Context: an optimization exercise on an open-source flow, tuned for small area. The choices shown serve that exercise and are no tape-out recipe. In this exercise RTL edits were held to simulation tests only and were not proved equivalent to the original. No activity file was given, so power comes from the tool's default toggle rates.

build 28:
==> flow/design.v (excerpt) <==
module game_engine #(
    parameter int NUM_SLOTS = 8
) (
    input  logic                    clk_25MHz,
    input  logic                    rst,
    input  logic                    playing,
    input  logic                    game_init,
    input  logic                    frame_tick,
    input  logic [3:0]              deploy_press,
    input  logic                    upgrade_press,
    input  logic                    hit_valid,
    input  logic [2:0]              hit_slot,
    input  logic [11:0]             hit_amount,
    output logic [14:0]             money,
    output logic [2:0]              purse_level,
    output logic                    able_to_upgrade,
    output logic [3:0]              cd_busy,
    output logic [NUM_SLOTS-1:0]    army_alive,
    output logic [2*NUM_SLOTS-1:0]  army_type,
    output logic [12*NUM_SLOTS-1:0] army_hp
);
clock: 10.0 ns
lec_check: 0
abc_area: 1
cap_margin: 20
core_margin: 2
core_utilization: 40
slew_margin: 20
standard.sh (not shown) runs the stock make flow with config.mk's settings and CLKGATE_MAP_FILE= SYNTH_SCRIPT=/design/flow/synth_recipe.tcl, a recipe that flattens the netlist after the stock synthesis.
==> flow/flow/run.sh <==
#!/bin/bash
# Layout flow: the standard synthesis, then the combinational logic is
# re-mapped for area by ABC (amap) (registers, ports and their names are kept), then
# the standard layout from floorplan on. Ports are buffered with buf_1 and
# the clock tree is built without dummy loads.
set -euo pipefail
HERE=$(pwd)
FLOWDIR=$HERE/flow
RES=$HERE/orfs/results/$FLOW_PLATFORM/game_engine/base
YOSYS=$(command -v yosys || echo "$FLOW_HOME/../tools/install/yosys/bin/yosys")
LIB=$FLOW_HOME/platforms/$FLOW_PLATFORM/lib/sky130_fd_sc_hd__tt_025C_1v80.lib

export BUFFER_PORTS_ARGS="-buffer_cell sky130_fd_sc_hd__buf_1"
export CTS_ARGS="-sink_clustering_enable -repair_clock_nets -dont_use_dummy_load -buf_list sky130_fd_sc_hd__clkbuf_8 -sink_clustering_size 15 -sink_clustering_max_diameter 150"

# 1. standard synthesis
bash standard.sh "$RES/1_2_yosys.v" > standard_synth.log 2>&1

# 2. area re-mapping of the combinational logic
cp "$RES/1_2_yosys.v" "$HERE/synth_standard.v"
# the combinational cells' functions, as Verilog modules
"$YOSYS" -q -p "read_liberty -ignore_miss_func $LIB; delete sky130_fd_sc_hd__df* sky130_fd_sc_hd__edf* sky130_fd_sc_hd__sdf* sky130_fd_sc_hd__sedf* sky130_fd_sc_hd__dl* sky130_fd_sc_hd__conb_1 sky130_fd_sc_hd__lpflow* sky130_fd_sc_hd__probe*; write_verilog -noattr $HERE/comb_cells.v" > "$HERE/comb_cells.log" 2>&1
DONT=$(grep -o 'cell *( *"\?sky130_fd_sc_hd__\(lpflow\|probe\)[a-z0-9_]*' "$LIB" | sed 's/.*(\s*"\?//' | sort -u | sed 's/^/-dont_use /' | tr '\n' ' ')
sed -e "s#@LIB@#$LIB#g" -e "s#@IN@#$HERE/synth_standard.v#" -e "s#@OUT@#$HERE/synth_remapped.v#" \
    -e "s#@SCRIPT@#$FLOWDIR/remap.abc#" -e "s#@COMB@#$HERE/comb_cells.v#" -e "s#@DONT@#$DONT#" "$FLOWDIR/remap.ys" > "$HERE/remap_run.ys"
"$YOSYS" -s "$HERE/remap_run.ys" > "$HERE/remap.log" 2>&1
cp "$HERE/synth_remapped.v" "$RES/1_2_yosys.v"
touch "$RES/1_2_yosys.v"

# 3. the rest of the standard layout
bash standard.sh > standard_layout.log 2>&1
Other scripts of this flow, unchanged in this note and not shown: flow/flow/remap.abc, flow/flow/remap.ys
What build 26 does differently from build 28 at the input level:
diff --git a/flow/flow/run.sh b/flow/flow/run.sh
--- a/flow/flow/run.sh
+++ b/flow/flow/run.sh
@@ -4,3 +4,3 @@
 # the standard layout from floorplan on. Ports are buffered with buf_1 and
-# the clock tree is built without dummy loads.
+# the clock tree is built without dummy loads (clkbuf_8 leaves, clkbuf_4 above them).
 set -euo pipefail
@@ -13,3 +13,3 @@
 export BUFFER_PORTS_ARGS="-buffer_cell sky130_fd_sc_hd__buf_1"
-export CTS_ARGS="-sink_clustering_enable -repair_clock_nets -dont_use_dummy_load -buf_list sky130_fd_sc_hd__clkbuf_8 -sink_clustering_size 15 -sink_clustering_max_diameter 150"
+export CTS_ARGS="-sink_clustering_enable -repair_clock_nets -dont_use_dummy_load -buf_list sky130_fd_sc_hd__clkbuf_8 -root_buf sky130_fd_sc_hd__clkbuf_4 -tree_buf sky130_fd_sc_hd__clkbuf_4 -sink_clustering_size 15 -sink_clustering_max_diameter 150"
 
==> summary.txt <==
Between build 28 and build 26, met2 global-route usage decreased.
When build 26 is set beside build 28, its met3 usage turns out to be 0.85 points larger.
Diff build 28 -> build 26: flip-flop and latch share of the layout cell area stayed essentially flat, clock power share fell by 0.8 points, arrival time at the worst endpoint fell by 20 ps.
On clock skew, build 26 tracks build 28 almost exactly.
On finished layout cell area, build 28 tracks build 26 almost exactly.
For the maximum achievable frequency, build 26 came in 2.6 MHz higher than build 28 did.
Looking only at portion of total power attributed to sequential cells, and setting everything else aside, the lower value of build 26 and build 28 goes to build 28.
Cell count across build 26 and build 28: no real change.
The via count reported for build 26 is lower than the one for build 28.
Here is what was changed in the inputs of build 30 compared with build 26.
diff --git a/flow/flow/run.sh b/flow/flow/run.sh
--- a/flow/flow/run.sh
+++ b/flow/flow/run.sh
@@ -4,3 +4,3 @@
 # the standard layout from floorplan on. Ports are buffered with buf_1 and
-# the clock tree is built without dummy loads (clkbuf_8 leaves, clkbuf_4 above them).
+# the clock tree is built without dummy loads.
 set -euo pipefail
Results
- Both conditions hold for build 30: the flow ran to the end and the final layout passed the timing, design-rule and antenna checks.
- From build 30 to build 26, worst hold path cell count did not move at all.
- Diff build 26 -> build 30: first-iteration DRC count essentially unchanged; area after synthesis essentially unchanged; global-route wire length before repair essentially unchanged.
- Status: multi-input gate share of the layout cell area parity (build 26, build 30)
- From build 26 to build 30, DRC violations left did not move at all.
- Build 30 -> build 26: global-route track usage on met2 delta 0, exact match
Input changes introduced in build 13 (baseline for comparison: build 30):
diff --git a/flow/flow/run.sh b/flow/flow/run.sh
--- a/flow/flow/run.sh
+++ b/flow/flow/run.sh
@@ -13,3 +13,3 @@
 export BUFFER_PORTS_ARGS="-buffer_cell sky130_fd_sc_hd__buf_1"
-export CTS_ARGS="-sink_clustering_enable -repair_clock_nets -dont_use_dummy_load -buf_list sky130_fd_sc_hd__clkbuf_8 -root_buf sky130_fd_sc_hd__clkbuf_4 -tree_buf sky130_fd_sc_hd__clkbuf_4 -sink_clustering_size 15 -sink_clustering_max_diameter 150"
+export CTS_ARGS="-sink_clustering_enable -repair_clock_nets -dont_use_dummy_load -buf_list sky130_fd_sc_hd__clkbuf_8 -sink_clustering_size 14 -sink_clustering_max_diameter 150"
 
### Flow results
Build 13 went all the way through the flow, and no timing, DRC or antenna check failed. Per the comparison of build 13 with build 30, total of buffers placed on input and output ports stayed essentially flat, required time at the endpoint of the critical path down 110 ps, post-CTS resize count roughly the same. Design area: build 13 vs build 30 — no meaningful difference. [compare] base=build 30 new=build 13: delay of the slowest cell on the worst path went down by 30 ps, overall via count from detail_route rose by 72. Between build 13 and build 30, it is build 13 whose first-pass iteration count of the detailed router is lower, by 1.
Here is what was changed in the inputs of build 44 compared with build 13.
diff --git a/flow/flow/run.sh b/flow/flow/run.sh
--- a/flow/flow/run.sh
+++ b/flow/flow/run.sh
@@ -13,3 +13,3 @@
 export BUFFER_PORTS_ARGS="-buffer_cell sky130_fd_sc_hd__buf_1"
-export CTS_ARGS="-sink_clustering_enable -repair_clock_nets -dont_use_dummy_load -buf_list sky130_fd_sc_hd__clkbuf_8 -sink_clustering_size 14 -sink_clustering_max_diameter 150"
+export CTS_ARGS="-sink_clustering_enable -repair_clock_nets -dont_use_dummy_load -buf_list sky130_fd_sc_hd__clkbuf_8 -sink_clustering_size 15 -sink_clustering_max_diameter 150"
 
@@ -29,3 +29,4 @@
 
-# 3. the rest of the standard layout
+# 3. the rest of the standard layout; repairs may only use the small buffers
+export DONT_USE_CELLS="sky130_fd_sc_hd__buf_4 sky130_fd_sc_hd__buf_6 sky130_fd_sc_hd__buf_8 sky130_fd_sc_hd__buf_12 sky130_fd_sc_hd__buf_16"
 bash standard.sh > standard_layout.log 2>&1
Findings:
For final clock period utilization by the worst path, build 13 and build 44 come out practically identical.
On share of cell area taken by flip-flops and latches, build 44 and build 13 are neck and neck.
Number of cells traversed by the worst register-to-register path | build 44 above build 13
The detailed-route wire length on metal 1 of build 44 is higher than that of build 13.
Cmp build 44 and build 13 / number of buffers created by CTS / higher: build 13
[build 44] transition time at the pin with the least slew margin fell 3.6 ps relative to build 13

---

## try-lagoon
game_engine, a different RTL version from the one above (not shown whole).
For scale: about 1000 cells after synthesis.
==> flow/design.v (excerpt) <==
module game_engine #(
    parameter int NUM_SLOTS = 8
) (
    input  logic                    clk_25MHz,
    input  logic                    rst,
    input  logic                    playing,
    input  logic                    game_init,
    input  logic                    frame_tick,
    input  logic [3:0]              deploy_press,
    input  logic                    upgrade_press,
    input  logic                    hit_valid,
    input  logic [2:0]              hit_slot,
    input  logic [11:0]             hit_amount,
    output logic [14:0]             money,
    output logic [2:0]              purse_level,
    output logic                    able_to_upgrade,
    output logic [3:0]              cd_busy,
    output logic [NUM_SLOTS-1:0]    army_alive,
    output logic [2*NUM_SLOTS-1:0]  army_type,
    output logic [12*NUM_SLOTS-1:0] army_hp
);
    localparam logic [2:0] PH_REST   = 3'd0;
    localparam logic [2:0] PH_INIT   = 3'd1;
    localparam logic [2:0] PH_DEPLOY = 3'd2;
    localparam logic [2:0] PH_PLACE  = 3'd3;
    localparam logic [2:0] PH_HURT   = 3'd4;
    localparam logic [2:0] PH_PURSE  = 3'd5;
    localparam logic [2:0] PH_INCOME = 3'd6;
  ...
==> flow/config.mk <==
export PLATFORM = sky130hd
export DESIGN_NAME = game_engine
export DESIGN_NICKNAME = game_engine
export VERILOG_FILES = /design/flow/design.v
export SDC_FILE = /design/flow/constraint.sdc
export NUM_CORES = 4
export LEC_CHECK = 0
export ABC_AREA = 1
export CAP_MARGIN = 20
export CORE_MARGIN = 2
export CORE_UTILIZATION = 60
export SLEW_MARGIN = 20
==> flow/constraint.sdc <==
create_clock -name core_clock -period 10.0 [get_ports {clk_25MHz}]
set_input_delay 2.0000 -clock core_clock [delete_from_list [all_inputs] [get_ports {clk_25MHz}]]
set_output_delay 2.0000 -clock core_clock [all_outputs]
set_load 0.01 [all_outputs]
==> flow/flow/run.sh <==
#!/bin/bash
# Layout flow: the standard synthesis, then the combinational logic is
# re-mapped for area by ABC (amap) (registers, ports and their names are kept), then
# the standard layout from floorplan on. Ports are buffered with buf_1 and
# the clock tree is built without dummy loads.
set -euo pipefail
HERE=$(pwd)
FLOWDIR=$HERE/flow
RES=$HERE/orfs/results/$FLOW_PLATFORM/game_engine/base
YOSYS=$(command -v yosys || echo "$FLOW_HOME/../tools/install/yosys/bin/yosys")
LIB=$FLOW_HOME/platforms/$FLOW_PLATFORM/lib/sky130_fd_sc_hd__tt_025C_1v80.lib

export BUFFER_PORTS_ARGS="-buffer_cell sky130_fd_sc_hd__buf_1"
export CTS_ARGS="-sink_clustering_enable -repair_clock_nets -dont_use_dummy_load -buf_list sky130_fd_sc_hd__clkbuf_16 -sink_clustering_size 28 -sink_clustering_max_diameter 150"

# 1. standard synthesis
bash standard.sh "$RES/1_2_yosys.v" > standard_synth.log 2>&1

# 2. area re-mapping of the combinational logic
cp "$RES/1_2_yosys.v" "$HERE/synth_standard.v"
# the combinational cells' functions, as Verilog modules
"$YOSYS" -q -p "read_liberty -ignore_miss_func $LIB; delete sky130_fd_sc_hd__df* sky130_fd_sc_hd__edf* sky130_fd_sc_hd__sdf* sky130_fd_sc_hd__sedf* sky130_fd_sc_hd__dl* sky130_fd_sc_hd__conb_1 sky130_fd_sc_hd__lpflow* sky130_fd_sc_hd__probe*; write_verilog -noattr $HERE/comb_cells.v" > "$HERE/comb_cells.log" 2>&1
DONT=$(grep -o 'cell *( *"\?sky130_fd_sc_hd__\(lpflow\|probe\)[a-z0-9_]*' "$LIB" | sed 's/.*(\s*"\?//' | sort -u | sed 's/^/-dont_use /' | tr '\n' ' ')
sed -e "s#@LIB@#$LIB#g" -e "s#@IN@#$HERE/synth_standard.v#" -e "s#@OUT@#$HERE/synth_remapped.v#" \
    -e "s#@SCRIPT@#$FLOWDIR/remap.abc#" -e "s#@COMB@#$HERE/comb_cells.v#" -e "s#@DONT@#$DONT#" "$FLOWDIR/remap.ys" > "$HERE/remap_run.ys"
"$YOSYS" -s "$HERE/remap_run.ys" > "$HERE/remap.log" 2>&1
cp "$HERE/synth_remapped.v" "$RES/1_2_yosys.v"
touch "$RES/1_2_yosys.v"

# 3. the rest of the standard layout
bash standard.sh > standard_layout.log 2>&1
Other scripts of this flow, unchanged in this note and not shown: flow/flow/remap.abc, flow/flow/remap.ys
try-lagoon: all stages complete, timing, DRC and antenna checks passed
#### Input delta (try-garnet over try-lagoon)
Settings: swapping 20 for 5 in CAP_MARGIN; swapping 20 for 5 in SLEW_MARGIN; swapping 60 for 40 in CORE_UTILIZATION.
### Flow results
[compare] base=try-lagoon new=try-garnet: first-pass detailed-route iteration total decreased 2, final cell count increased about 7%, clock power share increased 0.3 points. Part of the cycle the worst path needs in try-garnet vs try-lagoon: down 0.91 points. In try-garnet, the combined global-route utilization of all metal layers came out 10 points below the value in try-lagoon. The routed wire length in try-garnet was higher than what try-lagoon gave. Sort try-lagoon and try-garnet by slew at the pin closest to its max-slew limit desc -> top: try-lagoon. try-garnet against try-lagoon: worst-case setup margin in the final layout rose by 0.091 ns; net count of the finished layout closely matched the old numbers; die area higher. Comparing try-lagoon with try-garnet, the share of post-route cells with drive strength above 1 came out essentially unchanged.
Modified inputs, try-harbor compared to try-garnet
Settings: SLEW_MARGIN: 5 -> 20; CAP_MARGIN: 5 -> 20.
--- outcome ---
- try-harbor | stages: all done | timing, DRC, antenna: all pass
- try-harbor vs. try-garnet: number of setup buffers added after CTS comparable, clock-buffer cell count closely matched the old numbers, power essentially unchanged, routed wire length was more or less identical, worst-case setup margin in the final layout was more or less identical.
- Compared with try-garnet, in try-harbor die outline width now sits at about the same level; maximum frequency from static timing analysis now sits at about the same level; shortest period the worst path allows now sits at about the same level.
- The number of DRC violations after detailed routing of try-garnet and that of try-harbor are within noise of each other.
Changes in try-violet relative to try-harbor:
diff --git a/flow/flow/run.sh b/flow/flow/run.sh
--- a/flow/flow/run.sh
+++ b/flow/flow/run.sh
@@ -13,3 +13,3 @@
 export BUFFER_PORTS_ARGS="-buffer_cell sky130_fd_sc_hd__buf_1"
-export CTS_ARGS="-sink_clustering_enable -repair_clock_nets -dont_use_dummy_load -buf_list sky130_fd_sc_hd__clkbuf_16 -sink_clustering_size 28 -sink_clustering_max_diameter 150"
+export CTS_ARGS="-sink_clustering_enable -repair_clock_nets -dont_use_dummy_load -buf_list sky130_fd_sc_hd__clkbuf_8 -sink_clustering_size 14 -sink_clustering_max_diameter 150"
 
==> comparison <==
In summary, try-violet completed successfully, with a layout that passed the timing, design-rule and antenna checks. From try-harbor to try-violet the numbers moved as follows: post-route fraction of the period consumed by the critical path down 0.23 points; filler cell count in the final layout rose by about 0.55%; fraction of power spent switching nets went up by 1.1 points; worst max-slew margin expressed relative to the limit has increased. Count of clock-buffer cells in the layout on try-violet is up relative to try-harbor. try-violet and try-harbor ended up with roughly the same fraction of standard cell area that is sequential.

==> static timing again, ports no longer ideal <==
The flow's constraints put no driver on any port. The routed layouts listed below were extracted and timed again, unchanged, in two steps.
Step 1: set_driving_cell puts a clkbuf_16 on clk_25MHz and a buf_2 on each other input, an assumption about the parent block.
Step 2 also shifts input and output timing later by t, the mid clock arrival at the registers, as if the neighbouring blocks saw the same clock.
Slacks: ideal ports / drivers / drivers and shift; pairs: ideal ports / drivers.
run	t, ns	setup WS [ns]	worst data-port slew with drivers (ns)
build 28	0.539	2.658 / 2.658 / 2.119	0.08
build 26	0.642	2.795 / 2.790 / 2.148	0.07
build 30	0.642	2.795 / 2.790 / 2.148	0.07
build 13	0.539	2.653 / 2.649 / 2.109	0.08
build 44	0.539	2.658 / 2.658 / 2.119	0.08
try-lagoon	0.500	2.479 / 2.487 / 1.987	0.05
try-garnet	0.508	2.570 / 2.570 / 2.063	0.06
try-harbor	0.508	2.570 / 2.570 / 2.063	0.06
try-violet	0.540	2.593 / 2.593 / 2.052	0.06
After both steps every run listed still meets setup and hold.
